This is an optimization exercise on Yosys and OpenROAD, whose aim is small area, not a production implementation. The RTL was checked by simulation tests, not by an equivalence proof against the original design. Power figures rest on the tool's default switching activity, not on a simulated workload.

**config.mk**
```make
export PLATFORM = sky130hd
export DESIGN_NAME = pooling_unit
export DESIGN_NICKNAME = pooling_unit
export VERILOG_FILES = /design/flow/design.v
export SDC_FILE = /design/flow/constraint.sdc
export NUM_CORES = 4
export LEC_CHECK = 0
export CAP_MARGIN = 20
export CORE_MARGIN = 2
export CORE_UTILIZATION = 40
export CTS_BUF_LIST = sky130_fd_sc_hd__clkbuf_8
export CTS_CLUSTER_SIZE = 40
export SLEW_MARGIN = 20
export SYNTH_HIERARCHICAL = 1
export SYNTH_MINIMUM_KEEP_SIZE = 0
```
**constraint.sdc**
```tcl
create_clock -name core_clock -period 6.0 [get_ports {clk}]
set_input_delay 1.2000 -clock core_clock [delete_from_list [all_inputs] [get_ports {clk}]]
set_output_delay 1.2000 -clock core_clock [all_outputs]
set_load 0.01 [all_outputs]
```
**design.v**
```verilog
package pooling_pkg;
  typedef enum logic [2:0] {
    IDLE  = 3'd0,    
    ACC   = 3'd1,    
    FLUSH = 3'd2,    
    ROT   = 3'd3,    
    OUT   = 3'd4     
  } state_t;
endpackage
module pool_divider (
  input  logic       clk,
  input  logic [4:0] len,       
  input  logic [4:0] j,         
  input  logic       div_a,     
  input  logic       tap_a,     
  output logic       out_a,     
  output logic       inc_b      
);
  logic [3:0] rem_q, rem_in, rem_d;
  logic [4:0] t, p_q;
  logic       qa, q19_q;
  always_comb begin
    rem_in = (j == 5'd0) ? 4'd0 : rem_q;
    t      = {rem_in, tap_a};
    qa     = (t >= len);
    rem_d  = qa ? 4'(t - len) : t[3:0];
    out_a  = div_a ? qa : tap_a;
    inc_b  = !q19_q && (rem_q != 4'd0) && (j >= p_q);
  end
  always_ff @(posedge clk) begin
    if (div_a) begin
      rem_q <= rem_d;
      if (j == 5'd4) q19_q <= qa;
      if (!qa) p_q <= j;
    end
  end
endmodule
module pool_fa (
  input  logic a, b, c,
  output logic s, co
);
  assign s  = a ^ b ^ c;
  assign co = (a & b) | (c & (a ^ b));
endmodule
module pool_ha (
  input  logic a, b,
  output logic s, co
);
  assign s  = a ^ b;
  assign co = a & b;
endmodule
module pool_aoi222 (
  input  logic a1, b1, a2, b2, a3, b3,
  output logic y
);
  assign y = ~((a1 & b1) | (a2 & b2) | (a3 & b3));
endmodule
module pool_oai21 (
  input  logic a1, a2, b1,
  output logic y
);
  assign y = ~((a1 | a2) & b1);
endmodule
module pool_nand2 (
  input  logic a, b,
  output logic y
);
  assign y = ~(a & b);
endmodule
module pool_inv (
  input  logic a,
  output logic y
);
  assign y = ~a;
endmodule
module pool_and2 (
  input  logic a, b,
  output logic y
);
  assign y = a & b;
endmodule
module pool_nor2 (
  input  logic a, b,
  output logic y
);
  assign y = ~(a | b);
endmodule
module pooling_unit #(
  parameter  int IL       = 4,
  parameter  int FL       = 16,
  parameter  int CHANNELS = 4,
  parameter  int MAX_LEN  = 16,
  localparam int LEN_W    = $clog2(MAX_LEN + 1),
  localparam int DW       = IL + FL
) (
  input  logic                   clk,
  input  logic                   rst,
  input  logic                   start,
  input  logic                   mode,
  input  logic [LEN_W-1:0]       len_cfg,
  input  logic [CHANNELS*DW-1:0] in_data,
  input  logic                   in_valid,
  output logic                   in_ready,
  output logic [CHANNELS*DW-1:0] out_data,
  output logic                   out_valid,
  input  logic                   out_ready,
  output logic                   busy
);
  localparam int AW = 24;
  localparam int CW = 11;          
  pooling_pkg::state_t state_q;
  logic          mode_q;           
  logic [4:0]    len_q;
  logic [4:0]    j_q;              
  logic [3:0]    k_q;              
  logic [AW-1:0] p_q [4];
  logic [3:0]    c1_q;             
  logic [4:0]    len_c, j_inc;
  logic          beat, first, last_beat, shift, clr, flush, lane_end;
  logic          s_sum_lo, s_sum_hi;
  logic [3:0]    s_u;
  logic          div_a, act_b, out_a, inc_b, tail;
  assign len_c = (len_cfg > 5'd16) ? 5'd16 : len_cfg;
  assign in_ready  = (state_q == pooling_pkg::ACC);
  assign out_valid = (state_q == pooling_pkg::OUT);
  assign busy      = (state_q != pooling_pkg::IDLE);
  assign j_inc     = j_q + 5'd1;
  assign beat      = (state_q == pooling_pkg::ACC) && in_valid;
  assign first     = (j_q == 5'd0);
  assign last_beat = beat && (j_inc == len_q);
  assign flush     = (state_q == pooling_pkg::FLUSH);
  assign shift     = (state_q == pooling_pkg::ROT);
  assign clr       = (state_q == pooling_pkg::IDLE);
  assign lane_end  = (j_q == 5'd23);
  assign s_sum_lo  = beat && !mode_q;
  assign s_sum_hi  = s_sum_lo || flush;
  assign div_a = !mode_q && (k_q[0] == k_q[2]) && !k_q[3];
  assign act_b = k_q[3] || (k_q[0] && !k_q[2]) || (!k_q[0] && k_q[1] && k_q[2]);
  pool_divider u_div (
    .clk   (clk),
    .len   (len_q),
    .j     (j_q),
    .div_a (div_a),
    .tap_a (p_q[2][AW-1]),
    .out_a (out_a),
    .inc_b (inc_b)
  );
  assign tail = p_q[3][AW-1] ^ (act_b && ((mode_q || inc_b) ^ (j_q == 5'd4)));
  for (genvar g = 0; g < 4; g++) begin : g_lane
    localparam int IN_LANE = (g + 1) % 4;
    logic [DW-1:0]    x;           
    logic [DW-1:0]    u;           
    logic [DW:0]      cy;
    logic [AW-1:0]    sum;
    logic [AW:DW]     cu;
    logic [AW-1:0]    prev, d, y;
    logic             cl, ch, eq_h, take, ns_u, s_hold_lo, s_hold_hi;
    assign x = in_data[IN_LANE*DW +: DW];
    assign u[CW-1:0] = x[CW-1:0];
    for (genvar b = CW; b < DW - 1; b++) begin : g_gate
      pool_and2 u_and (.a(x[b]), .b(!flush), .y(u[b]));
    end
    pool_nor2 u_nor19 (.a(x[DW-1]), .b(flush), .y(u[DW-1]));
    assign cy[0]  = 1'b0;
    assign cy[CW] = c1_q[g];
    for (genvar b = 0; b < DW; b++) begin : g_add
      if (b == 0) begin : g_ha0
        pool_ha u_ha (.a(p_q[g][b]), .b(u[b]), .s(sum[b]), .co(cy[b+1]));
      end else if (b == CW - 1) begin : g_fa_top
        pool_fa u_fa (.a(p_q[g][b]), .b(u[b]), .c(cy[b]), .s(sum[b]), .co(cl));
      end else begin : g_fa
        pool_fa u_fa (.a(p_q[g][b]), .b(u[b]), .c(cy[b]), .s(sum[b]), .co(cy[b+1]));
      end
    end
    assign ch = cy[DW];
    assign cu[DW] = ch;
    for (genvar b = DW; b < AW; b++) begin : g_inc
      pool_ha u_ha (.a(p_q[g][b]), .b(cu[b]), .s(sum[b]), .co(cu[b+1]));
    end
    assign eq_h = &sum[DW-1:CW];
    assign take = first || ch || (eq_h && cl);
    assign s_u[g]    = beat && mode_q && take;
    assign ns_u      = !s_u[g];
    assign s_hold_lo = !clr && !shift && !s_sum_lo && !s_u[g];
    assign s_hold_hi = !clr && !shift && !s_sum_hi && !s_u[g];
    if (g == 0) begin : g_first
      assign prev = {p_q[g][AW-2:0], tail};
    end else if (g == 3) begin : g_head
      assign prev = {p_q[g][AW-2:0], out_a};
    end else begin : g_mid
      assign prev = {p_q[g][AW-2:0], p_q[g-1][AW-1]};
    end
    for (genvar b = 0; b < AW; b++) begin : g_mux
      if (b < CW) begin : g_lo
        pool_aoi222 u_aoi (.a1(s_hold_lo), .b1(p_q[g][b]), .a2(s_sum_lo), .b2(sum[b]),
                           .a3(shift), .b3(prev[b]), .y(y[b]));
      end else begin : g_hi
        pool_aoi222 u_aoi (.a1(s_hold_hi), .b1(p_q[g][b]), .a2(s_sum_hi), .b2(sum[b]),
                           .a3(shift), .b3(prev[b]), .y(y[b]));
      end
      if (b < DW - 1) begin : g_o
        pool_oai21 u_oai (.a1(ns_u), .a2(x[b]), .b1(y[b]), .y(d[b]));
      end else if (b == DW - 1) begin : g_n
        logic t;
        pool_nand2 u_n0 (.a(s_u[g]), .b(x[b]), .y(t));
        pool_nand2 u_n1 (.a(y[b]), .b(t), .y(d[b]));
      end else begin : g_i
        pool_inv u_i (.a(y[b]), .y(d[b]));
      end
    end
    always_ff @(posedge clk) begin
      p_q[g] <= d;
      if (clr || flush) c1_q[g] <= 1'b0;
      else if (s_sum_lo) c1_q[g] <= cl;
    end
    assign out_data[g*DW +: DW] = p_q[g][DW-1:0];
  end
  always_ff @(posedge clk) begin
    if (rst) begin
      state_q <= pooling_pkg::IDLE;
    end else begin
      case (state_q)
        pooling_pkg::IDLE:  if (start) state_q <= (len_c == 5'd0) ? pooling_pkg::OUT : pooling_pkg::ACC;
        pooling_pkg::ACC:   if (last_beat) state_q <= pooling_pkg::FLUSH;
        pooling_pkg::FLUSH: state_q <= pooling_pkg::ROT;
        pooling_pkg::ROT:   if (lane_end && k_q[3]) state_q <= pooling_pkg::OUT;
        pooling_pkg::OUT:   if (out_ready) state_q <= pooling_pkg::IDLE;
        default:            state_q <= pooling_pkg::IDLE;
      endcase
    end
  end
  always_ff @(posedge clk) begin
    if (clr) begin
      mode_q <= mode;
      len_q  <= len_c;
      j_q    <= 5'd0;
    end else if (beat || shift) begin
      j_q <= (last_beat || lane_end) ? 5'd0 : j_inc;
    end
    if (flush) k_q <= 4'd0;
    else if (lane_end) k_q <= k_q + 4'd1;
  end
endmodule
```
**flow/run.sh**
```bash
#!/bin/bash
# Layout flow: the standard ORFS flow (standard.sh, unchanged synthesis
# and steps), with two settings of ORFS's own scripts:
#  * the port buffers that global placement inserts are the smallest buffer
#    cell, sky130_fd_sc_hd__buf_1, instead of the default pick (every input
#    and output port still gets its buffer);
#  * floorplan removes the synthesis buffers (REMOVE_ABC_BUFFERS=1) instead
#    of resizing gates against the unplaced, unbuffered netlist; placement
#    and the later repair steps buffer and size the design as usual.
set -o pipefail
export BUFFER_PORTS_ARGS="-buffer_cell sky130_fd_sc_hd__buf_1"
export REMOVE_ABC_BUFFERS=1
bash standard.sh > standard.log 2>&1
```
**standard.sh**
```bash
#!/bin/bash
# synth_recipe.tcl (not shown) runs the flow's synth.tcl, then flattens the netlist and writes it again
# the make line also repeats each setting of config.mk as NAME=value (left out here)
make -C /OpenROAD-flow-scripts/flow DESIGN_CONFIG=/design/flow/config.mk WORK_HOME=/design/flow/orfs CLKGATE_MAP_FILE= SYNTH_SCRIPT=/design/flow/synth_recipe.tcl "${@:-finish}"
```
==> results of run 1 <==
-- registers in the layout (all words and copies together) (netlist names) --
signal       flops
c1_q             4
j_q              5
k_q              4
len_q            5
mode_q           1
p_q             96
state_q          3
u_div.p_q        5
u_div.q19_q      1
u_div.rem_q      4
-- power by group through the flow --
stage | Clock [mW] | Sequential [mW] | Combinational (mW)
2_1_floorplan | 0 | 1.05 | 0.278
3_3_place_gp | 0 | 1.04 | 0.498
3_5_place_dp | 0 | 1.04 | 0.505
4_1_cts | 0.810 | 1.02 | 0.519
5_1_grt | 0.846 | 1.04 | 0.602
6_report | 0.788 | 1.02 | 0.535
-- per-stage QoR --
step / utilization (%) / hold slack [ns]
floorplan: - / 0.467
global placement: 44.4 / 0.484
detailed placement: 44.4 / 0.489
CTS: 46.9 / 0.500
global route: 47.8 / 0.531
finish: 47.8 / 0.497
-- Yosys stat by module, one instance, submodules excluded --
module / area [um^2] / cells
pool_nand2: 3.75 / 1
pool_ha: 12.5 / 1
pool_nor2: 3.75 / 1
pool_divider: 757 / 76
pool_aoi222: 10.0 / 1
pooling_unit: 3980 / 355
pool_fa: 20.0 / 1
pool_and2: 6.26 / 1
pool_oai21: 5.00 / 1
pool_inv: 3.75 / 1
-- final cells by class --
cell class	instances	share of cell area [%]
clock buffer	20	2.86
clock inverter	12	1.47
inverter	41	1.60
multi-input combinational	502	50.0
sequential	128	28.3
tap	270	3.52
timing repair buffer	227	12.3
-- cell families after synthesis --
group | after synthesis
compound gates | 223
simple gates | 152
buf+inv | 129
flops | 128
fa+ha+maj | 112
xor+xnor | 12
mux | 3
-- critical path, cell delays in order --
cell	delay (ns)
buf_1	0.10
ha_1	0.20
fa_1	0.39
fa_2	0.35
fa_1	0.39
fa_2	0.35
fa_2	0.34
fa_1	0.38
fa_1	0.39
fa_2	0.35
fa_2	0.36
fa_2	0.36
nand4_1	0.09
nor3_1	0.05
o31a_1	0.31
buf_4	0.15
buf_4	0.13
inv_2	0.09
clkbuf_16	0.16
o21ai_1	0.05
-- routing by layer --
layer  wire (um)  GRT usage, %  vias to the layer above
li1            -             -                     3129
met5           0             0                        -
met3         797          2.95                       25
met4         413          6.21                        0
met1        9290          26.4                     3287
met2       10100          31.3                      174
-- final timing paths --
kind	to	cells past startpoint	slack [ns]	start
max	p_q[3][18]$_DFF_P_	20	0.13	in_data[0]
min	c1_q[2]$_SDFFE_PP0P_	2	0.50	c1_q[2]$_SDFFE_PP0P_
max reg2reg	p_q[3][11]$_DFF_P_	21	0.25	state_q[0]$_SDFFE_PP0P_
min reg2reg	c1_q[2]$_SDFFE_PP0P_	2	0.50	c1_q[2]$_SDFFE_PP0P_
-- cell usage in the layout (no fill, tap or decap), types with 16 or more instances in the layout --
master,n
buf_1,173
ha_1,35
clkbuf_8,20
nor2_1,26
fa_1,35
inv_1,42
a222oi_1,96
fa_2,42
o21ai_1,77
edfxtp_1,16
buf_4,39
a21oi_1,20
and2_1,35
nand2_1,28
dfxtp_1,112
-- timing repair --
action | in CTS | in global routing
endpoints found under the setup margin | 96 | 96
setup buffers | 0 | 1
pin swaps | 4 | 19
resized for setup | 26 | 44
cloned | 3 | 2
==> key figures, run 1 <==
Status
  • Status: complete, no violations

Cells and area
  • Ant diodes: 0
  • Layout cells sized above 1: between 10% and 20%
  • Multi-input gate area: around 4800 um^2
  • Final instance area: between 9000 and 10000 um^2
  • Area Growth Syn to Fin: 17.9%
  • Register area: 2720 um^2
  • Post-Layout Cell Count: about 1.2k
  • Fill count: around 1.9k
  • Final net count: 1120

Die
  • Core area: roughly 20000 um^2
  • Die width: approximately 150 um
  • Std cell rows: 52
  • Die Height: 147 um
  • Ports: roughly 170
  • DIE AREA: around 22000 um^2
  • Initial Utilization: between 40% and 50%

Logic synthesis
  • Synth Area in XOR/XNOR: under 10%
  • Post-synth top flop: dfxtp_1
  • Simple-gate share of the synthesized area: 10.4%
  • Post-synthesis mux area share: less than 1%
  • Post-Synth Adder-Cell Area: between 20% and 30%
  • Post-synthesis compound-gate area fraction: about a fifth
  • Mapped Cells: approximately 760
  • Synth Area per Inst: roughly 11 um^2
  • Sequential cell area fraction in the yosys report: between 30% and 40%
  • Post-synth EDFFs: 16
  • Flop and latch count out of synthesis: between 100 and 150
  • Largest family of logic cells by synthesized area: adder cells
  • Yosys top cell area share: between 20% and 30%
  • Synth top area cells: dfxtp_1 (28%), fa_1 (19%), a222oi_1 (12%), buf_4 (7.6%), edfxtp_1 (5.9%)
  • Yosys cell types: between 50 and 60
  • Async S/R FF share, synth: 0%
  • Post-Syn Area: 8150 um^2
  • Commonest cells post-synth: dfxtp_1 (112), a222oi_1 (96), buf_4 (83)
  • Most frequent cell after synthesis: dfxtp_1
  • Cell taking the most area after synthesis: dfxtp_1
  • Yosys Warn Count: 10

Clock network
  • H-tree levels: 4
  • Clock latency (worst-skew pair): 0.44 ns
  • CTS tree: done
  • Clock-pin transition on the worst setup and hold timing paths: 0.08 ns
  • Bufs on Longest Clock Path: 2
  • CTS sink count: 128
  • Clk root buf: clkbuf_8
  • TritonCTS Buffers: 17
  • # hold bufs at CTS: 0

Job
  • Max Cap Viol: 0

STA
  • Slew @ Worst Pin: roughly 0.8 ns
  • Skew final: about 0.0095 ns
  • Fin crit period: between 5 and 6 ns
  • Pins over their slew limit: 0
  • Setup TNS: 0 ns
  • Final worst slack: between 0.1 and 0.15 ns
  • Fin crit share: a little over nine tenths
  • Final hold viol count: 0
  • Final setup vio count: 0
  • Fmax: between 150 and 200 MHz
  • Rel. slew slack: between 40% and 50%

Power
  • Overall Power: about 2.3 mW
  • Net Switching: about 730 uW
  • Proportion of power drawn by the clock network: between 30% and 40%
  • Combinational Power Share: 22.8%
  • Power Internal: roughly 1.6 mW
  • Leakage Power: about 3.7 nW
  • Power density over cell area: roughly 240 nW/um^2
  • Sw frac: between 30 and 40%
  • Worst VDD drop: roughly 0.11 mV
  • Reg power frac: 43.6%

Setup path
  • Setup crit end kind: register
  • Crit path required time: around 6.3 ns
  • CP Class: in2reg
  • Crit path max fanout: 9
  • Startpoint types: input pin
  • Crit path DAT: between 6 and 7 ns

Routing
  • Vias per cell: 5.51
  • Routed vias: between 6k and 7k
  • DRC: 0
  • Drt first-iter violations: between 700 and 800
  • Drt first pass iters: 7
  • DR WL/cell: 17.2 um
  • Final wirelength: 20.6 mm
  • Post-route ant nets: 0

Placement
  • Port Buffers: approximately 170
  • GP Congestion: between 0.8 and 0.9
  • Placed insts: approximately 1.2k
  • Hpwl dp: 14.5 mm
  • Area after DPL: a little under 9000 um^2
  • Pre-CTS setup slack: -0.927 ns

Global route
  • Largest net degree at the start of global routing: 98
  • Vias in the first global route: between 6k and 7k
  • GR Overflow Total: 0
  • Initial antenna violation count: 0
  • All-layer global routing usage: about 19%
  • Global-route wire length before repair: between 30 and 40 mm

Min path
  • Worst Hold Class: reg2reg
==> run 2: changes to the inputs <==
--- a/design.v
+++ b/design.v
@@ -20,2 +20,3 @@
   logic [4:0] t, p_q;
+  logic [5:0] diff;
   logic       qa, q19_q;
@@ -24,4 +25,5 @@
     t      = {rem_in, tap_a};
-    qa     = (t >= len);
-    rem_d  = qa ? 4'(t - len) : t[3:0];
+    diff   = {1'b0, t} - {1'b0, len};
+    qa     = !diff[5];
+    rem_d  = qa ? diff[3:0] : t[3:0];
     out_a  = div_a ? qa : tap_a;
@@ -86,2 +88,8 @@
   assign y = ~(a | b);
+endmodule
+module pool_xor2 (
+  input  logic a, b,
+  output logic y
+);
+  assign y = a ^ b;
 endmodule
@@ -154,3 +162,3 @@
     logic [AW-1:0]    sum;
-    logic [AW:DW]     cu;
+    logic [AW-1:DW]   cu;
     logic [AW-1:0]    prev, d, y;
@@ -176,5 +184,6 @@
     assign cu[DW] = ch;
-    for (genvar b = DW; b < AW; b++) begin : g_inc
+    for (genvar b = DW; b < AW - 1; b++) begin : g_inc
       pool_ha u_ha (.a(p_q[g][b]), .b(cu[b]), .s(sum[b]), .co(cu[b+1]));
     end
+    pool_xor2 u_x23 (.a(p_q[g][AW-1]), .b(cu[AW-1]), .y(sum[AW-1]));
     assign eq_h = &sum[DW-1:CW];
==> flow/run.sh (replaced) <==
#!/bin/bash
# Layout flow: the standard ORFS flow (standard.sh, unchanged synthesis
# and steps), with settings of ORFS's own scripts:
#  * the port buffers that global placement inserts are the smallest buffer
#    cell, sky130_fd_sc_hd__buf_1, instead of the default pick (every input
#    and output port still gets its buffer);
#  * clock tree synthesis clusters the flip-flops under small clkbuf_4
#    sink buffers, with a clkbuf_8 root, and adds no dummy loads.
set -o pipefail
export BUFFER_PORTS_ARGS="-buffer_cell sky130_fd_sc_hd__buf_1"
export CTS_ARGS="-sink_clustering_enable -repair_clock_nets -root_buf sky130_fd_sc_hd__clkbuf_8 -buf_list {sky130_fd_sc_hd__clkbuf_4 sky130_fd_sc_hd__clkbuf_8} -sink_clustering_buffer sky130_fd_sc_hd__clkbuf_4 -sink_clustering_size 20 -sink_clustering_max_diameter 60 -dont_use_dummy_load"
bash standard.sh > standard.log 2>&1
==> run 2 against run 1 <==
  * Maximum frequency rose by 0.26%
  * Final cell count shrank 3.2%
  * Via count decreased by 1.4%
  * Largest power group unchanged
  * Highest routed layer unchanged
==> key figures, run 2 <==
Routing
  • Vias per cell: 5.61 (was 5.51)
  • Post-route ant nets: 0 (unchanged)
  • Final wirelength: 20.2 mm (was 20.6 mm)
  • DRC: 0 (unchanged)
  • DR WL/cell: 17.4 um (was 17.2 um)
  • Routed vias: 6520 (was 6615)
  • Drt first pass iters: 8 (was 7)
  • Drt first-iter violations: 634 (was 766)

Setup path
  • Crit path required time: 6.36 ns (was 6.32 ns)
  • CP Class: in2reg (unchanged)
  • Crit path DAT: 6.22 ns (was 6.20 ns)
  • Cell Chain, Critical Path: buf_1 -> ha_1 -> fa_1 -> fa_2 -> fa_1 -> fa_2 -> fa_2 -> fa_2 -> fa_2 -> fa_2 -> fa_2 -> fa_2 -> nand4_1 -> nor3_2 -> o31a_1 -> nor2_4 -> a222oi_1 -> o21ai_1 (was buf_1 -> ha_1 -> fa_1 -> fa_2 -> fa_1 -> fa_2 -> fa_2 -> fa_1 -> fa_1 -> fa_2 -> fa_2 -> fa_2 -> nand4_1 -> nor3_1 -> o31a_1 -> buf_4 -> buf_4 -> inv_2 -> clkbuf_16 -> o21ai_1)
  • Setup crit end kind: register (unchanged)
  • Slowest CP cell: fa_1 (unchanged)
  • Startpoint types: input pin (unchanged)
  • Crit path max fanout: 11 (was 9)
  • Crit-path most repeated cell: fa_2 (unchanged)
  • Delay of the slowest cell on the worst path: 0.40 ns (was 0.39 ns)

Global route
  • Vias in the first global route: 6292 (was 6439)
  • Initial antenna violation count: 0 (unchanged)
  • Global-route wire length before repair: 32.8 mm (was 33.2 mm)
  • GR Overflow Total: 0 (unchanged)
  • All-layer global routing usage: 19.1% (was 19.2%)
  • Largest net degree at the start of global routing: 95 (was 98)

STA
  • Slew @ Worst Pin: 1.11 ns (was 0.817 ns)
  • Skew final: 0.0296 ns (was 0.00947 ns)
  • Pins over their slew limit: 0 (unchanged)
  • Fmax: 171 MHz (was 170 MHz)
  • RSZ-0062 raised after global routing: true
  • Rel. slew slack: 26.3% (was 45.4%)
  • Fin crit share: 97.6% (was 97.9%)
  • Fin crit period: 5.86 ns (was 5.87 ns)
  • Final setup vio count: 0 (unchanged)
  • Final hold viol count: 0 (unchanged)

Die
  • DIE AREA: 21400 um^2 (was 21500 um^2)
  • Initial Utilization: 40.4% (was 40.5%)
  • Std cell rows: 52 (unchanged)
  • Ports: 174 (unchanged)
  • Core area: 20000 um^2 (was 20100 um^2)
  • Die Height: 146 um (was 147 um)
  • Die width: 146 um (was 147 um)

Placement
  • Hpwl dp: 14.5 mm (about the same)
  • Port Buffers: 173 (unchanged)
  • Area after DPL: 8950 um^2 (was 8920 um^2)
  • GP Congestion: 0.772 (was 0.811)

Logic synthesis
  • Async S/R FF share, synth: 0% (unchanged)
  • Cell taking the most area after synthesis: dfxtp_1 (unchanged)
  • Most frequent cell after synthesis: dfxtp_1 (unchanged)
  • Post-synth EDFFs: 16 (unchanged)
  • Yosys top cell area share: 27.7% (was 27.5%)
  • Yosys Warn Count: 10 (unchanged)
  • Synth top area cells: dfxtp_1 (28%), fa_1 (19%), a222oi_1 (12%), buf_4 (7.6%), edfxtp_1 (5.9%) (unchanged)
  • Post-Syn Area: 8100 um^2 (was 8150 um^2)
  • Commonest cells post-synth: dfxtp_1 (112), a222oi_1 (96), buf_4 (82) (was dfxtp_1 (112), a222oi_1 (96), buf_4 (83))
  • Sequential cell area fraction in the yosys report: 33.6% (was 33.4%)
  • Flop and latch count out of synthesis: 128 (unchanged)
  • Mapped Cells: 748 (was 759)
  • Yosys cell types: 49 (was 53)
  • Synth Area per Inst: 10.8 um^2 (was 10.7 um^2)
  • Post-synth top flop: dfxtp_1 (unchanged)

Cells and area
  • Final net count: 1093 (was 1120)
  • Ant diodes: 0 (unchanged)
  • Fill count: 1946 (was 1924)
  • Layout cells sized above 1: 14.9% (was 16.5%)
  • Multi-input gate area: 4800 um^2 (about the same)
  • Register area: 2720 um^2 (unchanged)
  • Final instance area: 9280 um^2 (was 9610 um^2)
  • Max reg flops: 96 (unchanged)
  • Biggest register: p_q (unchanged)
  • Area Growth Syn to Fin: 14.6% (was 17.9%)
  • Most frequent cells in the layout: buf_1 (173), dfxtp_1 (112), a222oi_1 (96) (unchanged)
  • Most common cell after layout, fill and taps aside: buf_1 (unchanged)

Clock network
  • H-tree levels: 4 (unchanged)
  • Clk root buf: clkbuf_8 (unchanged)
  • Bufs on Longest Clock Path: 2 (unchanged)
  • Clock-pin transition on the worst setup and hold timing paths: 0.07 ns (was 0.08 ns)
  • CTS tree: done (unchanged)
  • Clock latency (worst-skew pair): 0.44 ns (about the same)
  • # hold bufs at CTS: 0 (unchanged)
  • TritonCTS Buffers: 17 (unchanged)
  • CTS sink count: 128 (unchanged)

Status
  • Status: complete, no violations (unchanged)

Power
  • Overall Power: 2.08 mW (was 2.34 mW)
  • Worst VDD drop: 0.123 mV (was 0.106 mV)
  • Power density over cell area: 224 nW/um^2 (was 244 nW/um^2)
  • Leakage Power: 3.54 nW (was 3.75 nW)

Min path
  • Worst Hold Class: reg2reg (unchanged)

Job
  • Max Cap Viol: 0 (unchanged)
[run 2: worst max-delay path: cells and delay by family]
family	cells	cell delay, ns
buffers and inverters	1	0.09
adders and majority gates	11	3.80
and+or+nand+nor	3	0.46
AOI/OAI and AO/OA	3	0.64
[run 2: through the flow]
| step | setup WS, ns | TNS, ns | utilization, % | hold WS, ns | cells |
|---|---|---|---|---|---|
| 6_report | 0.143 | 0 | 46.3 | 0.503 | 1162 |
| 5_1_grt | -0.0501 | -0.160 | 46.3 | 0.537 | 1162 |
| 4_1_cts | 0.00999 | 0 | 45.8 | 0.504 | 1156 |
| 3_5_place_dp | -0.461 | -31.72 | 44.7 | 0.495 | 1139 |
| 3_3_place_gp | -0.437 | -26.32 | 44.7 | 0.480 | 1139 |
| 2_1_floorplan | 0.00818 | 0 | - | 0.465 | 748 |
[run 2: repair_timing]
item,CTS,global route
gates resized for setup,0,16
setup endpoints to repair,0,86
setup buffers,0,4
[run 2: worst paths after layout]
path	depth (start not counted)	slack, ns	from	to
max	18	0.14	in_data[60]	p_q[2][1]$_DFF_P_
max reg2reg	20	0.37	state_q[0]$_SDFFE_PP0P_	p_q[0][14]$_DFF_P_
min reg2reg	2	0.50	c1_q[2]$_SDFFE_PP0P_	c1_q[2]$_SDFFE_PP0P_
min	2	0.50	c1_q[2]$_SDFFE_PP0P_	c1_q[2]$_SDFFE_PP0P_
[run 2: cell type report]
cell class | count | share of cell area (%)
well taps | 270 | 3.64
multi-input cells | 493 | 51.8
inverters | 42 | 1.70
clock buffers | 17 | 2.52
repair buffers | 212 | 11.0
flip-flops and latches | 128 | 29.3
[run 2: layer usage]
metal / GRT usage [%] / vias up / wire length [um]
li1: - / 3067 / -
met1: 26.3 / 3200 / 9080
met5: 0 / - / 0
met3: 4.19 / 24 / 1350
met2: 30.1 / 229 / 9470
met4: 6.17 / 0 / 346
[run 2: power by group]
part           switching (mW)  internal, mW  total (mW)
Combinational           0.284         0.224       0.508
Clock                   0.297         0.249       0.545
Sequential             0.0850         0.939        1.02
Total                   0.665          1.41        2.08
[run 2: logic make-up after synthesis]
family | after synthesis | share of synthesized area [%]
fa+ha+maj | 108 | 23.8
simple gates | 147 | 10.1
compound gates | 214 | 20.0
buf+inv | 129 | 9.91
flops | 128 | 33.6
xor+xnor | 16 | 1.73
mux | 6 | 0.788
[run 2: modules after synthesis (local to each module, per instance)]
module | flip-flops and latches | area [um^2] | cells
pooling_unit | 118 | 3980 | 355
pool_nand2 | 0 | 3.75 | 1
pool_aoi222 | 0 | 10.0 | 1
pool_ha | 0 | 12.5 | 1
pool_fa | 0 | 20.0 | 1
pool_divider | 10 | 717 | 65
pool_xor2 | 0 | 8.76 | 1
pool_nor2 | 0 | 3.75 | 1
pool_inv | 0 | 3.75 | 1
pool_and2 | 0 | 6.26 | 1
pool_oai21 | 0 | 5.00 | 1
==> run 3: changes to the inputs <==
==> flow/run.sh (replaced) <==
#!/bin/bash
# Layout flow: the standard ORFS flow (standard.sh, unchanged synthesis
# and steps), with settings of ORFS's own scripts:
#  * the port buffers that global placement inserts are the smallest buffer
#    cell, sky130_fd_sc_hd__buf_1, instead of the default pick (every input
#    and output port still gets its buffer);
#  * clock tree synthesis clusters the flip-flops under small clkbuf_4
#    sink buffers, with a clkbuf_8 root, loaded below their limit, and adds no dummy loads.
set -o pipefail
export BUFFER_PORTS_ARGS="-buffer_cell sky130_fd_sc_hd__buf_1"
export CTS_ARGS="-sink_clustering_enable -repair_clock_nets -root_buf sky130_fd_sc_hd__clkbuf_8 -buf_list sky130_fd_sc_hd__clkbuf_4 -sink_buffer_max_cap_derate 0.6 -dont_use_dummy_load"
bash standard.sh > standard.log 2>&1
==> run 3 against run 2 <==
  * Critical path depth stayed put
  * Maximum frequency is 0.49% lower
  * Still clean
  * Register-to-register slack worse by 0.10 ns
  * Critical endpoint is now p_q[1][1]$_DFF_P_
  * Critical path type unchanged
  * Routed wire length is 1.4% higher
  * Clock power is 23% lower
  * Largest cell class unchanged
==> key figures, run 3 <==
Setup path
  • Flop2flop setup slack: 0.27 ns (was 0.37 ns)
  • RR Endpoint: p_q[1][15]$_DFF_P_ (was p_q[0][14]$_DFF_P_)
  • RR Startpoint: state_q[0]$_SDFFE_PP0P_ (unchanged)
  • Crit path max fanout: 6 (was 11)
  • Crit path DAT: 6.24 ns (was 6.22 ns)
  • Cell Chain, Critical Path: buf_1 -> ha_1 -> fa_1 -> fa_1 -> fa_1 -> fa_2 -> fa_2 -> fa_2 -> fa_2 -> fa_2 -> fa_2 -> fa_2 -> nand4_1 -> nor3_2 -> o31a_1 -> nor2_4 -> a222oi_1 -> o21ai_1 (was buf_1 -> ha_1 -> fa_1 -> fa_2 -> fa_1 -> fa_2 -> fa_2 -> fa_2 -> fa_2 -> fa_2 -> fa_2 -> fa_2 -> nand4_1 -> nor3_2 -> o31a_1 -> nor2_4 -> a222oi_1 -> o21ai_1)
  • Startpoint types: input pin (unchanged)
  • Crit-path most repeated cell: fa_2 (unchanged)
  • CP Class: in2reg (unchanged)
  • Crit path required time: 6.35 ns (was 6.36 ns)
  • Delay of the slowest cell on the worst path: 0.42 ns (was 0.40 ns)
  • FF-to-FF path depth: 20 (unchanged)
  • Slowest CP cell: o31a_1 (was fa_1)
  • Setup crit end kind: register (unchanged)

Logic synthesis
  • Yosys cell types: 49 (unchanged)
  • Sequential cell area fraction in the yosys report: 33.6% (unchanged)
  • Commonest cells post-synth: dfxtp_1 (112), a222oi_1 (96), buf_4 (82) (unchanged)
  • Most frequent cell after synthesis: dfxtp_1 (unchanged)
  • Yosys Warn Count: 10 (unchanged)
  • Mapped Cells: 748 (unchanged)
  • Yosys top cell area share: 27.7% (unchanged)
  • Post-Syn Area: 8100 um^2 (unchanged)
  • Post-synth EDFFs: 16 (unchanged)
  • Post-synth top flop: dfxtp_1 (unchanged)
  • Cell taking the most area after synthesis: dfxtp_1 (unchanged)
  • Flop and latch count out of synthesis: 128 (unchanged)
  • Synth top area cells: dfxtp_1 (28%), fa_1 (19%), a222oi_1 (12%), buf_4 (7.6%), edfxtp_1 (5.9%) (unchanged)
  • Synth Area per Inst: 10.8 um^2 (unchanged)
  • Async S/R FF share, synth: 0% (unchanged)

Clock network
  • Bufs on Longest Clock Path: 2 (unchanged)
  • CTS sink count: 128 (unchanged)
  • H-tree levels: 4 (unchanged)
  • Clk root buf: clkbuf_8 (unchanged)
  • Clock-pin transition on the worst setup and hold timing paths: 0.10 ns (was 0.07 ns)
  • TritonCTS Buffers: 17 (unchanged)
  • CTS tree: done (unchanged)
  • Clock latency (worst-skew pair): 0.43 ns (was 0.44 ns)

STA
  • Pins over their slew limit: 0 (unchanged)
  • Fin crit share: 98.1% (was 97.6%)
  • RSZ-0062 raised after global routing: true (unchanged)
  • Fmax: 170 MHz (was 171 MHz)
  • Slew @ Worst Pin: 1.12 ns (was 1.11 ns)
  • Rel. slew slack: 25.5% (was 26.3%)
  • Skew final: 0.0435 ns (was 0.0296 ns)
  • Worst hold slack: 0.508 ns (was 0.503 ns)
  • Final hold viol count: 0 (unchanged)
  • Fin crit period: 5.89 ns (was 5.86 ns)
  • Final worst slack: 0.114 ns (was 0.143 ns)
  • Final setup vio count: 0 (unchanged)

Routing
  • Final wirelength: 20.5 mm (was 20.2 mm)
  • Drt first pass iters: 8 (unchanged)
  • Vias per cell: 5.62 (was 5.61)
  • DR WL/cell: 17.6 um (was 17.4 um)
  • Post-route ant nets: 0 (unchanged)
  • DRC: 0 (unchanged)
  • Drt first-iter violations: 659 (was 634)
  • Routed vias: 6548 (was 6520)

Global route
  • Largest net degree at the start of global routing: 95 (unchanged)
  • Global-route wire length before repair: 32.7 mm (was 32.8 mm)
  • GR Overflow Total: 0 (unchanged)
  • Initial antenna violation count: 0 (unchanged)
  • All-layer global routing usage: 19.1% (about the same)
  • Vias in the first global route: 6263 (was 6292)

Cells and area
  • Area Growth Syn to Fin: 13.6% (was 14.6%)
  • Final Util: 45.9% (was 46.3%)
  • Most frequent cells in the layout: buf_1 (173), dfxtp_1 (112), a222oi_1 (96) (unchanged)
  • Fill count: 1964 (was 1946)
  • Most common cell after layout, fill and taps aside: buf_1 (unchanged)
  • Biggest register: p_q (unchanged)
  • Ant diodes: 0 (unchanged)
  • Max reg flops: 96 (unchanged)
  • Final net count: 1096 (was 1093)
  • Layout cells sized above 1: 15.0% (was 14.9%)

Die
  • Ports: 174 (unchanged)
  • Core area: 20000 um^2 (unchanged)
  • Die Height: 146 um (unchanged)
  • Initial Utilization: 40.4% (unchanged)
  • DIE AREA: 21400 um^2 (unchanged)
  • Die width: 146 um (unchanged)
  • Std cell rows: 52 (unchanged)

Placement
  • Hpwl dp: 14.5 mm (unchanged)
  • Port Buffers: 173 (unchanged)
  • Pre-CTS setup slack: -0.461 ns (unchanged)
  • GP Congestion: 0.772 (unchanged)

Job
  • Max Cap Viol: 0 (unchanged)

Power
  • Power density over cell area: 213 nW/um^2 (was 224 nW/um^2)
  • Overall Power: 1.96 mW (was 2.08 mW)
  • Leakage Power: 3.51 nW (was 3.54 nW)
  • Worst VDD drop: 0.0993 mV (was 0.123 mV)

Min path
  • Hold wc startpoint: c1_q[2]$_SDFFE_PP0P_ (unchanged)
  • Hold EP: c1_q[2]$_SDFFE_PP0P_ (unchanged)
  • Worst Hold Class: reg2reg (unchanged)
  • Hold Crit Depth: 2 (unchanged)

Status
  • Status: complete, no violations (unchanged)
[run 3: cell counts after synthesis]
Identical to the previous run, type by type.
[run 3: worst max path at each step]
stage                     start                  to  slack (ns)  cells after the start
finish              in_data[40]   p_q[1][1]$_DFF_P_        0.11                     18
global route        in_data[51]  p_q[1][15]$_DFF_P_       -0.06                     18
CTS                 in_data[31]  p_q[0][14]$_DFF_P_        0.02                     18
detailed placement  in_data[51]  p_q[1][12]$_DFF_P_       -0.46                     18
global placement    in_data[51]  p_q[1][18]$_DFF_P_       -0.44                     18
floorplan           in_data[31]   p_q[0][0]$_DFF_P_       0.008                     16
[run 3: repair_timing]
item	CTS	global route
setup buffers	0	6
hold buffers	0	0
cloned	0	3
resized for setup	0	17
pin swaps	1	18
setup endpoints to repair	1	82
[run 3: stage by stage]
step	instance area (um^2)	cells	TNS, ns
4_1_cts	9090	1156	0
5_1_grt	9200	1165	-0.473
2_1_floorplan	8250	748	0
6_report	9200	1165	0
3_5_place_dp	8950	1139	-31.72
3_3_place_gp	8950	1139	-26.32
[run 3: area by class of cell]
type	instances	area (um^2)	share of cell area, %
Sequential cell	128	2720	29.6
Tap cell	270	338	3.67
Inverter	42	158	1.71
Timing Repair Buffer	214	1040	11.3
Clock buffer	17	134	1.46
Multi-Input combinational cell	494	4810	52.3
[run 3: cells by family (layout without fill, tap and decap cells)]
group / count (synthesis) / in the layout / share of synthesized area, %
xor+xnor: 16 / 16 / 1.73
mux: 6 / 6 / 0.788
flops: 128 / 128 / 33.6
fa+ha+maj: 108 / 108 / 23.8
buf+inv: 129 / 273 / 9.91
compound gates: 214 / 214 / 20.0
simple gates: 147 / 150 / 10.1
[run 3: power breakdown]
part	switching, mW	internal (mW)	leakage, nW
Combinational	0.287	0.226	2.36
Sequential	0.0846	0.938	1.07
Clock	0.281	0.139	0.0808
Total	0.653	1.30	3.51
[run 3: modules after synthesis (local to each module, per instance), excerpt]
module | times used | area, um^2
pool_xor2 | 4 | 8.76
pool_oai21 | 76 | 5.00
pool_nor2 | 4 | 3.75
pool_divider | 1 | 717
pool_nand2 | 8 | 3.75
pooling_unit | 1 | 3980
pool_ha | 16 | 12.5
[run 3: critical path, delay by kind of cell]
| family | cells | cell delay (ns) |
|---|---|---|
| AOI/OAI and AO/OA | 3 | 0.68 |
| buffers and inverters | 1 | 0.10 |
| and+or+nand+nor | 3 | 0.42 |
| adders and majority gates | 11 | 3.83 |
[run 3: routing by layer]
metal / track usage (%) / wire [um]
met5: 0 / 0
met3: 4.28 / 1300
met2: 30.2 / 9710
met1: 26.2 / 9190
met4: 5.78 / 325
==> run 4: changes to the inputs <==
--- a/flow/run.sh
+++ b/flow/run.sh
@@ -10,3 +10,3 @@
 export BUFFER_PORTS_ARGS="-buffer_cell sky130_fd_sc_hd__buf_1"
-export CTS_ARGS="-sink_clustering_enable -repair_clock_nets -root_buf sky130_fd_sc_hd__clkbuf_8 -buf_list sky130_fd_sc_hd__clkbuf_4 -sink_buffer_max_cap_derate 0.6 -dont_use_dummy_load"
+export CTS_ARGS="-sink_clustering_enable -repair_clock_nets -root_buf sky130_fd_sc_hd__clkbuf_8 -buf_list sky130_fd_sc_hd__clkbuf_4 -sink_buffer_max_cap_derate 0.4 -dont_use_dummy_load"
 bash standard.sh > standard.log 2>&1
==> run 4 against run 3 <==
  * First-iteration DRC count stayed put
  * Highest routed layer unchanged
  * Cell area unchanged
  * Routed wire length is the same
  * Still clean
  * Worst setup slack is the same
  * Non-clock buffer count unchanged
  * Utilization unchanged
  * Largest power group unchanged
==> key figures, run 4 <==
Clock network
  • CTS sink count: 128 (unchanged)
  • Bufs on Longest Clock Path: 2 (unchanged)
  • Clock-pin transition on the worst setup and hold timing paths: 0.10 ns (about the same)
  • TritonCTS Buffers: 17 (unchanged)
  • CTS tree: done (unchanged)
  • # hold bufs at CTS: 0 (unchanged)
  • Clock latency (worst-skew pair): 0.43 ns (about the same)
  • H-tree levels: 4 (unchanged)
  • Clk root buf: clkbuf_8 (unchanged)

Cells and area
  • Fill count: 1964 (unchanged)
  • Final net count: 1096 (unchanged)
  • Layout cells sized above 1: 15.0% (unchanged)
  • Final Util: 45.9% (unchanged)
  • Max reg flops: 96 (unchanged)
  • Most frequent cells in the layout: buf_1 (173), dfxtp_1 (112), a222oi_1 (96) (unchanged)
  • Most common cell after layout, fill and taps aside: buf_1 (unchanged)
  • Ant diodes: 0 (unchanged)
  • Area Growth Syn to Fin: 13.6% (unchanged)
  • Biggest register: p_q (unchanged)

Setup path
  • Delay of the slowest cell on the worst path: 0.42 ns (about the same)
  • Setup crit end kind: register (unchanged)
  • Critical path's top delay family: adder cells (unchanged)
  • Slowest CP cell: o31a_1 (unchanged)
  • Bufs and invs on worst path: 1 (unchanged)
  • Crit path required time: 6.35 ns (about the same)
  • CP Class: in2reg (unchanged)
  • Crit-path most repeated cell: fa_2 (unchanged)
  • Crit path max fanout: 6 (unchanged)
  • Crit path DAT: 6.24 ns (about the same)
  • Startpoint types: input pin (unchanged)
  • Cell Chain, Critical Path: buf_1 -> ha_1 -> fa_1 -> fa_1 -> fa_1 -> fa_2 -> fa_2 -> fa_2 -> fa_2 -> fa_2 -> fa_2 -> fa_2 -> nand4_1 -> nor3_2 -> o31a_1 -> nor2_4 -> a222oi_1 -> o21ai_1 (unchanged)

Die
  • Ports: 174 (unchanged)
  • DIE AREA: 21400 um^2 (unchanged)
  • Die Height: 146 um (unchanged)
  • Initial Utilization: 40.4% (unchanged)
  • Die width: 146 um (unchanged)
  • Core area: 20000 um^2 (unchanged)
  • Std cell rows: 52 (unchanged)

Logic synthesis
  • Yosys top cell area share: 27.7% (unchanged)
  • Mapped Cells: 748 (unchanged)
  • Yosys cell types: 49 (unchanged)
  • Post-synth top flop: dfxtp_1 (unchanged)
  • Post-Syn Area: 8100 um^2 (unchanged)
  • Synth top area cells: dfxtp_1 (28%), fa_1 (19%), a222oi_1 (12%), buf_4 (7.6%), edfxtp_1 (5.9%) (unchanged)
  • Most frequent cell after synthesis: dfxtp_1 (unchanged)
  • Async S/R FF share, synth: 0% (unchanged)
  • Commonest cells post-synth: dfxtp_1 (112), a222oi_1 (96), buf_4 (82) (unchanged)
  • Post-synth EDFFs: 16 (unchanged)
  • Cell taking the most area after synthesis: dfxtp_1 (unchanged)
  • Synth Area per Inst: 10.8 um^2 (unchanged)
  • Flop and latch count out of synthesis: 128 (unchanged)
  • Sequential cell area fraction in the yosys report: 33.6% (unchanged)
  • Yosys Warn Count: 10 (unchanged)

STA
  • Setup TNS: 0 ns (unchanged)
  • RSZ-0062 raised after global routing: true (unchanged)
  • Pins over their slew limit: 0 (unchanged)
  • Fin crit period: 5.89 ns (unchanged)
  • Worst hold slack: 0.508 ns (unchanged)
  • Slew @ Worst Pin: 1.12 ns (unchanged)
  • Rel. slew slack: 25.5% (unchanged)
  • Skew final: 0.0435 ns (unchanged)
  • Fmax: 170 MHz (unchanged)
  • Final setup vio count: 0 (unchanged)
  • Final hold viol count: 0 (unchanged)
  • Fin crit share: 98.1% (unchanged)

Routing
  • Vias per cell: 5.62 (unchanged)
  • Final wirelength: 20.5 mm (unchanged)
  • DRC: 0 (unchanged)
  • Drt first-iter violations: 659 (unchanged)
  • Routed vias: 6548 (unchanged)
  • DR WL/cell: 17.6 um (unchanged)
  • Post-route ant nets: 0 (unchanged)
  • Drt first pass iters: 8 (unchanged)

Global route
  • Initial antenna violation count: 0 (unchanged)
  • Global-route wire length before repair: 32.7 mm (unchanged)
  • Largest net degree at the start of global routing: 95 (unchanged)
  • Vias in the first global route: 6263 (unchanged)
  • GR Overflow Total: 0 (unchanged)
  • All-layer global routing usage: 19.1% (unchanged)

Power
  • Combinational Power Share: 26.2% (about the same)
  • Power density over cell area: 213 nW/um^2 (unchanged)
  • Worst VDD drop: 0.0993 mV (unchanged)
  • Net Switching: 653 uW (unchanged)
  • Sw frac: 33.4% (unchanged)
  • Power Internal: 1.30 mW (unchanged)
  • Proportion of power drawn by the clock network: 21.5% (about the same)
  • Reg power frac: 52.3% (about the same)
  • Leakage Power: 3.51 nW (unchanged)

Job
  • Max Cap Viol: 0 (unchanged)

Placement
  • Hpwl dp: 14.5 mm (unchanged)
  • GP Congestion: 0.772 (unchanged)
  • Port Buffers: 173 (unchanged)

Status
  • Status: complete, no violations (unchanged)

Min path
  • Worst Hold Class: reg2reg (unchanged)
run 4: worst register-to-register path, cell delays in order, from the launching register on:
cell and delay [ns]:
dfxtp_1 0.32, nor2_1 0.13, nand2_1 0.11, buf_12 0.17, and2_1 0.16, fa_1 0.41, fa_2 0.35, fa_1 0.39
fa_1 0.39, fa_1 0.39, fa_2 0.35, fa_2 0.36, fa_2 0.35, fa_1 0.51, nand2_1 0.07, nor3_2 0.12
o31a_1 0.39, nor2_4 0.07, buf_12 0.16, a222oi_1 0.31, o21ai_1 0.10
run 4: metal layers:
metal / wire length [um] / up-vias / global-route usage [%]
met5: 0 / - / 0
li1: - / 3073 / -
met2: 9710 / 236 / 30.2
met3: 1300 / 20 / 4.28
met1: 9190 / 3219 / 26.2
met4: 325 / 0 / 5.78
run 4: final timing paths:
kind	from	to	slack (ns)	cells past startpoint
max reg2reg	state_q[0]$_SDFFE_PP0P_	p_q[1][15]$_DFF_P_	0.27	20
min	c1_q[2]$_SDFFE_PP0P_	c1_q[2]$_SDFFE_PP0P_	0.51	2
max	in_data[40]	p_q[1][1]$_DFF_P_	0.11	18
min reg2reg	c1_q[2]$_SDFFE_PP0P_	c1_q[2]$_SDFFE_PP0P_	0.51	2
run 4: kinds of logic after synthesis:
family                     after synthesis  share of synthesized area, %
AOI/OAI and AO/OA                      214                          20.0
and+or+nand+nor                        147                          10.1
buffers and inverters                  129                          9.91
DFF                                    128                          33.6
adders and majority gates              108                          23.8
xor gates and xnor gates                16                          1.73
muxes                                    6                         0.788
run 4: final cells by class:
| class | instances | area [um^2] | share of cell area (%) |
|---|---|---|---|
| multi-input cells | 494 | 4810 | 52.3 |
| inverters | 42 | 158 | 1.71 |
| well taps | 270 | 338 | 3.67 |
| repair buffers | 214 | 1040 | 11.3 |
| flip-flops and latches | 128 | 2720 | 29.6 |
| clock buffers | 17 | 134 | 1.46 |
run 4: power groups by stage:
stage | registers, mW | clock network (mW) | logic, mW
finish | 1.02 | 0.420 | 0.513
global route | 1.04 | 0.482 | 0.580
CTS | 1.02 | 0.447 | 0.502
detailed placement | 1.04 | 0 | 0.500
global placement | 1.04 | 0 | 0.490
floorplan | 1.02 | 0 | 0.384
run 4: metrics by stage:
stage                     instance area (um^2)  instances  power (mW)  setup WS, ns
after global placement                    8950       1139        1.53        -0.437
after CTS                                 9090       1156        1.97        0.0183
final                                     9200       1165        1.96         0.114
after floorplan                           8250        748        1.40       0.00818
after detailed placement                  8950       1139        1.54        -0.461
after global routing                      9200       1165        2.10       -0.0562
run 4: timing repair:
| item | 4_1_cts | 5_1_grt |
|---|---|---|
| setup endpoints to repair | 1 | 82 |
| buffers inserted | 0 | 6 |
| resized for setup | 0 | 17 |
| cloned | 0 | 3 |
| pin swaps | 1 | 18 |
run 4: per-module statistics from Yosys, one instance, submodules excluded:
module	flops+latches	cells inside	times used
pooling_unit	118	355	1
pool_divider	10	65	1
pool_fa	0	1	76
pool_ha	0	1	16
pool_aoi222	0	1	96
pool_xor2	0	1	4
pool_and2	0	1	32
pool_oai21	0	1	76
pool_inv	0	1	16
pool_nand2	0	1	8
pool_nor2	0	1	4
==> run 5: changes to the inputs <==
--- a/flow/run.sh
+++ b/flow/run.sh
@@ -10,3 +10,3 @@
 export BUFFER_PORTS_ARGS="-buffer_cell sky130_fd_sc_hd__buf_1"
-export CTS_ARGS="-sink_clustering_enable -repair_clock_nets -root_buf sky130_fd_sc_hd__clkbuf_8 -buf_list sky130_fd_sc_hd__clkbuf_4 -sink_buffer_max_cap_derate 0.4 -dont_use_dummy_load"
+export CTS_ARGS="-sink_clustering_enable -repair_clock_nets -root_buf sky130_fd_sc_hd__clkbuf_8 -buf_list sky130_fd_sc_hd__clkbuf_4 -sink_clustering_size 8 -sink_clustering_max_diameter 40 -dont_use_dummy_load"
 bash standard.sh > standard.log 2>&1
==> run 5 against run 4 <==
  * Critical path depth is the same
  * Non-clock buffer count stayed put
  * Worst hold slack unchanged
  * Via count is the same
  * Register-to-register slack hardly changed
  * Clock skew is the same
  * Maximum frequency did not move
  * Worst setup slack is the same
  * Cell area stayed put
  * Total power unchanged
  * Critical endpoint unchanged
  * Largest cell class unchanged
==> key figures, run 5 <==
Logic synthesis
  • Most frequent cell after synthesis: dfxtp_1 (unchanged)
  • Sequential cell area fraction in the yosys report: 33.6% (unchanged)
  • Synth top area cells: dfxtp_1 (28%), fa_1 (19%), a222oi_1 (12%), buf_4 (7.6%), edfxtp_1 (5.9%) (unchanged)
  • Post-synth top flop: dfxtp_1 (unchanged)
  • Yosys top cell area share: 27.7% (unchanged)
  • Post-Syn Area: 8100 um^2 (unchanged)
  • Flop and latch count out of synthesis: 128 (unchanged)
  • Cell taking the most area after synthesis: dfxtp_1 (unchanged)
  • Yosys cell types: 49 (unchanged)
  • Post-synth EDFFs: 16 (unchanged)
  • Synth Area per Inst: 10.8 um^2 (unchanged)
  • Yosys Warn Count: 10 (unchanged)
  • Async S/R FF share, synth: 0% (unchanged)
  • Mapped Cells: 748 (unchanged)
  • Commonest cells post-synth: dfxtp_1 (112), a222oi_1 (96), buf_4 (82) (unchanged)

Clock network
  • Clock-pin transition on the worst setup and hold timing paths: 0.10 ns (about the same)
  • TritonCTS Buffers: 17 (unchanged)
  • Clock latency (worst-skew pair): 0.43 ns (about the same)
  • Bufs on Longest Clock Path: 2 (unchanged)
  • CTS sink count: 128 (unchanged)
  • CTS tree: done (unchanged)
  • Clk root buf: clkbuf_8 (unchanged)
  • H-tree levels: 4 (unchanged)

Job
  • Max Cap Viol: 0 (unchanged)

Cells and area
  • Multi-input gate area: 4810 um^2 (unchanged)
  • Biggest register: p_q (unchanged)
  • Area Growth Syn to Fin: 13.6% (unchanged)
  • Layout cells sized above 1: 15.0% (unchanged)
  • Max reg flops: 96 (unchanged)
  • Most common cell after layout, fill and taps aside: buf_1 (unchanged)
  • Fill count: 1964 (unchanged)
  • Ant diodes: 0 (unchanged)
  • Final net count: 1096 (unchanged)
  • Register area: 2720 um^2 (unchanged)
  • Final instance area: 9200 um^2 (unchanged)
  • Post-Layout Cell Count: 1165 (unchanged)
  • Most frequent cells in the layout: buf_1 (173), dfxtp_1 (112), a222oi_1 (96) (unchanged)

Die
  • Die width: 146 um (unchanged)
  • Std cell rows: 52 (unchanged)
  • DIE AREA: 21400 um^2 (unchanged)
  • Initial Utilization: 40.4% (unchanged)
  • Die Height: 146 um (unchanged)
  • Ports: 174 (unchanged)
  • Core area: 20000 um^2 (unchanged)

Power
  • Worst VDD drop: 0.0993 mV (unchanged)
  • Power density over cell area: 213 nW/um^2 (unchanged)
  • Leakage Power: 3.51 nW (unchanged)

Placement
  • Hpwl dp: 14.5 mm (unchanged)
  • Placed insts: 1139 (unchanged)
  • Port Buffers: 173 (unchanged)
  • GP Congestion: 0.772 (unchanged)
  • Pre-CTS setup slack: -0.461 ns (unchanged)
  • Area after DPL: 8950 um^2 (unchanged)

STA
  • Final setup vio count: 0 (unchanged)
  • Rel. slew slack: 25.5% (unchanged)
  • Pins over their slew limit: 0 (unchanged)
  • Fin crit share: 98.1% (unchanged)
  • Final worst slack: 0.114 ns (unchanged)
  • Final hold viol count: 0 (unchanged)
  • Fin crit period: 5.89 ns (unchanged)
  • Setup TNS: 0 ns (unchanged)
  • Skew final: 0.0435 ns (unchanged)
  • Fmax: 170 MHz (unchanged)
  • Slew @ Worst Pin: 1.12 ns (unchanged)
  • RSZ-0062 raised after global routing: true (unchanged)

Global route
  • Vias in the first global route: 6263 (unchanged)
  • Largest net degree at the start of global routing: 95 (unchanged)
  • GR Overflow Total: 0 (unchanged)
  • All-layer global routing usage: 19.1% (unchanged)
  • Initial antenna violation count: 0 (unchanged)
  • Global-route wire length before repair: 32.7 mm (unchanged)

Setup path
  • Startpoint types: input pin (unchanged)
  • Flop2flop setup slack: 0.27 ns (about the same)
  • Setup crit end kind: register (unchanged)
  • CP Class: in2reg (unchanged)
  • FF-to-FF path depth: 20 (unchanged)
  • Crit path DAT: 6.24 ns (about the same)
  • Crit path required time: 6.35 ns (about the same)
  • Crit path max fanout: 6 (unchanged)

Routing
  • Post-route ant nets: 0 (unchanged)
  • Final wirelength: 20.5 mm (unchanged)
  • Drt first pass iters: 8 (unchanged)
  • Drt first-iter violations: 659 (unchanged)
  • DR WL/cell: 17.6 um (unchanged)
  • Vias per cell: 5.62 (unchanged)
  • Routed vias: 6548 (unchanged)
  • DRC: 0 (unchanged)

Min path
  • Hold Crit Depth: 2 (unchanged)
  • Worst Hold Class: reg2reg (unchanged)

Status
  • Status: complete, no violations (unchanged)
==> run 5: worst max-delay path, stage by stage <==
cell	delay, ns
buf_1	0.10
ha_1	0.20
fa_1	0.39
fa_1	0.40
fa_1	0.40
fa_2	0.36
fa_2	0.35
fa_2	0.34
fa_2	0.34
fa_2	0.35
fa_2	0.35
fa_2	0.35
nand4_1	0.11
nor3_2	0.06
o31a_1	0.42
nor2_4	0.25
a222oi_1	0.14
o21ai_1	0.12
==> run 5: kinds of logic (layout without fill, tap and decap cells) <==
| group | Yosys count | count (layout) | share of synthesized area [%] |
|---|---|---|---|
| mux | 6 | 6 | 0.788 |
| compound gates | 214 | 214 | 20.0 |
| fa+ha+maj | 108 | 108 | 23.8 |
| simple gates | 147 | 150 | 10.1 |
| flops | 128 | 128 | 33.6 |
| xor+xnor | 16 | 16 | 1.73 |
| buf+inv | 129 | 273 | 9.91 |
==> run 5: Yosys stat by module (local to each module, per instance), excerpt <==
module	cell area, um^2	cells inside	flip-flops and latches	copies in the design
pool_aoi222	10.0	1	0	96
pool_divider	717	65	10	1
pool_nand2	3.75	1	0	8
pool_fa	20.0	1	0	76
pool_nor2	3.75	1	0	4
pool_xor2	8.76	1	0	4
pool_oai21	5.00	1	0	76
==> run 5: layer usage <==
metal  GRT usage, %  wire, um
met3           4.28      1300
met1           26.2      9190
met5              0         0
met4           5.78       325
met2           30.2      9710
==> run 5: through the flow <==
stage / hold WS, ns / power (mW) / utilization [%]
final: 0.508 / 1.96 / 45.9
after global routing: 0.542 / 2.10 / 45.9
after CTS: 0.501 / 1.97 / 45.3
after detailed placement: 0.495 / 1.54 / 44.7
after global placement: 0.480 / 1.53 / 44.7
after floorplan: 0.465 / 1.40 / -
==> run 5: area by class of cell <==
type                            instances  area share (%)
Clock buffer                           17            1.46
Inverter                               42            1.71
Multi-Input combinational cell        494            52.3
Sequential cell                       128            29.6
Tap cell                              270            3.67
Timing Repair Buffer                  214            11.3
==> run 5: path summary, 6_finish.rpt <==
path | from | to
min | c1_q[2]$_SDFFE_PP0P_ | c1_q[2]$_SDFFE_PP0P_
max | in_data[40] | p_q[1][1]$_DFF_P_
min reg2reg | c1_q[2]$_SDFFE_PP0P_ | c1_q[2]$_SDFFE_PP0P_
max reg2reg | state_q[0]$_SDFFE_PP0P_ | p_q[1][15]$_DFF_P_
==> run 5: power by group <==
part / switching [mW] / internal, mW / total, mW
Combinational: 0.287 / 0.226 / 0.513
Clock: 0.281 / 0.139 / 0.420
Sequential: 0.0846 / 0.938 / 1.02
Total: 0.653 / 1.30 / 1.96
==> run 5: timing repair <==
| item | in CTS | in global routing |
|---|---|---|
| pin swaps | 1 | 18 |
| resized for setup | 0 | 17 |
| endpoints found under the setup margin | 1 | 82 |
| hold buffers | 0 | 0 |
| gates cloned | 0 | 3 |
| setup buffers | 0 | 6 |
==> run 6: changes to the inputs <==
--- a/flow/run.sh
+++ b/flow/run.sh
@@ -10,3 +10,3 @@
 export BUFFER_PORTS_ARGS="-buffer_cell sky130_fd_sc_hd__buf_1"
-export CTS_ARGS="-sink_clustering_enable -repair_clock_nets -root_buf sky130_fd_sc_hd__clkbuf_8 -buf_list sky130_fd_sc_hd__clkbuf_4 -sink_clustering_size 8 -sink_clustering_max_diameter 40 -dont_use_dummy_load"
+export CTS_ARGS="-repair_clock_nets -root_buf sky130_fd_sc_hd__clkbuf_8 -buf_list sky130_fd_sc_hd__clkbuf_4 -dont_use_dummy_load"
 bash standard.sh > standard.log 2>&1
==> run 6 against run 5 <==
  * Clock-buffer cell count unchanged
  * Clock power about the same
  * Flip-flop and latch count unchanged
  * Critical path type unchanged
  * Clock skew unchanged
  * Synthesized cell count unchanged
  * Critical path depth unchanged
  * Largest cell class unchanged
  * Still clean on timing, DRC and antenna
  * Area after synthesis unchanged
  * Largest power group unchanged
  * Sequential power barely moved
  * Critical endpoint unchanged
==> key figures, run 6 <==
Global route
  • Grt met2 use: 30.2% (unchanged)
  • Vias in the first global route: 6263 (unchanged)
  • All-layer global routing usage: 19.1% (unchanged)
  • Largest net degree at the start of global routing: 95 (unchanged)
  • Initial antenna violation count: 0 (unchanged)
  • Layer with the highest usage: met2 (unchanged)
  • Met3 GRT Util: 4.28% (unchanged)
  • Global-route wire length before repair: 32.7 mm (unchanged)
  • GR Overflow Total: 0 (unchanged)
  • Routing usage on met1: 26.2% (unchanged)

Logic synthesis
  • Commonest cells post-synth: dfxtp_1 (112), a222oi_1 (96), buf_4 (82) (unchanged)
  • Post-synth EDFFs: 16 (unchanged)
  • Yosys Warn Count: 10 (unchanged)
  • Async S/R FF share, synth: 0% (unchanged)
  • Flop and latch count out of synthesis: 128 (unchanged)
  • Synth Area per Inst: 10.8 um^2 (unchanged)
  • Post-Syn Area: 8100 um^2 (unchanged)
  • Post-synth top flop: dfxtp_1 (unchanged)
  • Cell taking the most area after synthesis: dfxtp_1 (unchanged)
  • Synth top area cells: dfxtp_1 (28%), fa_1 (19%), a222oi_1 (12%), buf_4 (7.6%), edfxtp_1 (5.9%) (unchanged)
  • Most frequent cell after synthesis: dfxtp_1 (unchanged)
  • Sequential cell area fraction in the yosys report: 33.6% (unchanged)
  • Yosys cell types: 49 (unchanged)
  • Mapped Cells: 748 (unchanged)
  • Yosys top cell area share: 27.7% (unchanged)

Setup path
  • Critical path's top delay family: adder cells (unchanged)
  • Crit-path most repeated cell: fa_2 (unchanged)
  • Crit path required time: 6.35 ns (about the same)
  • Setup crit end kind: register (unchanged)
  • Delay of the slowest cell on the worst path: 0.42 ns (about the same)
  • CP Class: in2reg (unchanged)
  • Startpoint types: input pin (unchanged)
  • Crit path max fanout: 6 (unchanged)
  • Cell Chain, Critical Path: buf_1 -> ha_1 -> fa_1 -> fa_1 -> fa_1 -> fa_2 -> fa_2 -> fa_2 -> fa_2 -> fa_2 -> fa_2 -> fa_2 -> nand4_1 -> nor3_2 -> o31a_1 -> nor2_4 -> a222oi_1 -> o21ai_1 (unchanged)
  • Crit path DAT: 6.24 ns (about the same)
  • Slowest CP cell: o31a_1 (unchanged)
  • Bufs and invs on worst path: 1 (unchanged)

Power
  • Proportion of power drawn by the clock network: 21.5% (about the same)
  • Net Switching: 653 uW (unchanged)
  • Reg power frac: 52.3% (about the same)
  • Combinational Power Share: 26.2% (about the same)
  • Leakage Power: 3.51 nW (unchanged)
  • Sw frac: 33.4% (unchanged)
  • Power Internal: 1.30 mW (unchanged)
  • Overall Power: 1.96 mW (unchanged)
  • Power density over cell area: 213 nW/um^2 (unchanged)
  • Worst VDD drop: 0.0993 mV (unchanged)

Cells and area
  • Ant diodes: 0 (unchanged)
  • Most common cell after layout, fill and taps aside: buf_1 (unchanged)
  • Final net count: 1096 (unchanged)
  • Most frequent cells in the layout: buf_1 (173), dfxtp_1 (112), a222oi_1 (96) (unchanged)
  • Final Util: 45.9% (unchanged)
  • Post-Layout Cell Count: 1165 (unchanged)
  • Biggest register: p_q (unchanged)
  • Layout cells sized above 1: 15.0% (unchanged)
  • Area Growth Syn to Fin: 13.6% (unchanged)
  • Max reg flops: 96 (unchanged)

Die
  • Die Height: 146 um (unchanged)
  • Std cell rows: 52 (unchanged)
  • Die width: 146 um (unchanged)
  • Initial Utilization: 40.4% (unchanged)
  • Core area: 20000 um^2 (unchanged)
  • DIE AREA: 21400 um^2 (unchanged)
  • Ports: 174 (unchanged)

Routing
  • Drt first pass iters: 8 (unchanged)
  • Vias per cell: 5.62 (unchanged)
  • DR WL/cell: 17.6 um (unchanged)
  • Final wirelength: 20.5 mm (unchanged)
  • Post-route ant nets: 0 (unchanged)
  • Drt first-iter violations: 659 (unchanged)
  • DRC: 0 (unchanged)
  • Routed vias: 6548 (unchanged)

Clock network
  • CTS tree: done (unchanged)
  • Clk root buf: clkbuf_8 (unchanged)
  • Clock latency (worst-skew pair): 0.43 ns (about the same)
  • Clock-pin transition on the worst setup and hold timing paths: 0.10 ns (about the same)
  • H-tree levels: 4 (unchanged)
  • # hold bufs at CTS: 0 (unchanged)
  • TritonCTS Buffers: 17 (unchanged)
  • Bufs on Longest Clock Path: 2 (unchanged)
  • CTS sink count: 128 (unchanged)

STA
  • Fin crit period: 5.89 ns (unchanged)
  • Skew final: 0.0435 ns (unchanged)
  • Final hold viol count: 0 (unchanged)
  • Rel. slew slack: 25.5% (unchanged)
  • Worst hold slack: 0.508 ns (unchanged)
  • Fin crit share: 98.1% (unchanged)
  • Fmax: 170 MHz (unchanged)
  • Slew @ Worst Pin: 1.12 ns (unchanged)
  • RSZ-0062 raised after global routing: true (unchanged)
  • Setup TNS: 0 ns (unchanged)
  • Final setup vio count: 0 (unchanged)
  • Pins over their slew limit: 0 (unchanged)

Placement
  • Placed insts: 1139 (unchanged)
  • GP Congestion: 0.772 (unchanged)
  • Port Buffers: 173 (unchanged)
  • Hpwl dp: 14.5 mm (unchanged)

Min path
  • Worst Hold Class: reg2reg (unchanged)

Job
  • Max Cap Viol: 0 (unchanged)

Status
  • Status: complete, no violations (unchanged)
run 6: per-layer routing:
metal	part of all wire [%]	up-vias	wire [um]
met5	0	-	0
met4	1.6	0	325
met3	6.3	20	1300
met2	47	236	9710
met1	45	3219	9190
li1	-	3073	-
run 6: what timing repair did:
action | 4_1_cts | 5_1_grt
setup buffers | 0 | 6
pin swaps | 1 | 18
setup endpoints to repair | 1 | 82
resized for setup | 0 | 17
gates cloned | 0 | 3
run 6: worst paths after layout:
kind	slack, ns	startpoint	to	depth (start not counted)
worst max-delay path	0.11	in_data[40]	p_q[1][1]$_DFF_P_	18
worst min-delay path	0.51	c1_q[2]$_SDFFE_PP0P_	c1_q[2]$_SDFFE_PP0P_	2
worst max register to register	0.27	state_q[0]$_SDFFE_PP0P_	p_q[1][15]$_DFF_P_	20
worst min register to register	0.51	c1_q[2]$_SDFFE_PP0P_	c1_q[2]$_SDFFE_PP0P_	2
run 6: per-stage QoR:
step / instance area [um^2] / setup slack, ns
finish: 9200 / 0.114
global route: 9200 / -0.0562
CTS: 9090 / 0.0183
detailed placement: 8950 / -0.461
global placement: 8950 / -0.437
floorplan: 8250 / 0.00818
run 6: final cells by class:
type / count / area (um^2)
Multi-Input combinational cell: 494 / 4810
Fill cell: 1964 / 10800
Clock buffer: 17 / 134
Tap cell: 270 / 338
Inverter: 42 / 158
Sequential cell: 128 / 2720
Timing Repair Buffer: 214 / 1040
run 6: kinds of logic after synthesis:
logic type               Yosys count  share of synthesized area, %
AO/OA/AOI/OAI                    214                          20.0
buffers and inverters            129                          9.91
AND/OR/NAND/NOR                  147                          10.1
multiplexers                       6                         0.788
XOR/XNOR                          16                          1.73
adder cells (fa/ha/maj)          108                          23.8
flip-flops                       128                          33.6
run 6: power by group through the flow:
stage	clock (mW)	sequential, mW	combinational (mW)
after detailed placement	0	1.04	0.500
after global placement	0	1.04	0.490
after global routing	0.482	1.04	0.580
after CTS	0.447	1.02	0.502
after floorplan	0	1.02	0.384
final	0.420	1.02	0.513
run 6: worst min-delay path: stages, from the launching register on:
cell     delay, ns
dfxtp_1       0.34
o21ai_0       0.07
a21oi_1       0.06
run 6: per-module statistics from Yosys (local to each module, per instance), a selection:
| module | cell area, um^2 | flops+latches | times used |
|---|---|---|---|
| pool_and2 | 6.26 | 0 | 32 |
| pool_ha | 12.5 | 0 | 16 |
| pool_inv | 3.75 | 0 | 16 |
| pool_xor2 | 8.76 | 0 | 4 |
| pool_aoi222 | 10.0 | 0 | 96 |
| pooling_unit | 3980 | 118 | 1 |
| pool_nor2 | 3.75 | 0 | 4 |
| pool_nand2 | 3.75 | 0 | 8 |
| pool_fa | 20.0 | 0 | 76 |
| pool_oai21 | 5.00 | 0 | 76 |

afterwards: timing with drivers on the ports:
The results above use ideal ports. As a check the final layouts listed here were re-extracted and re-timed, cells and wires unchanged.
Step 1, drivers: a clkbuf_16 drives clk and a buf_2 each remaining input, both assumed.
Step 2, shift: input delay + t, output delay - t, t = (earliest + latest rising clock arrival at the registers) / 2. This alone moves slack from input paths to output paths.
Slacks: ideal ports / drivers / drivers and shift; pairs: ideal ports / drivers.
| run | t (ns) | slack for setup (ns) | slew at the worst register clock pin (ns) |
|---|---|---|---|
| run 1 | 0.472 | 0.127 / 0.138 / -0.334 | 0.08 / 0.08 |
| run 2 | 0.461 | 0.143 / 0.143 / -0.317 | 0.08 / 0.08 |
| run 3 | 0.441 | 0.114 / 0.115 / -0.326 | 0.12 / 0.12 |
| run 4 | 0.441 | 0.114 / 0.115 / -0.326 | 0.12 / 0.12 |
| run 5 | 0.441 | 0.114 / 0.115 / -0.326 | 0.12 / 0.12 |
| run 6 | 0.441 | 0.114 / 0.115 / -0.326 | 0.12 / 0.12 |
Met with ideal ports but missed after step 2: setup timing in every run listed. The setup slack of run 1, which loses most, moves by +0.011 ns with the drivers and by -0.461 ns with both steps.
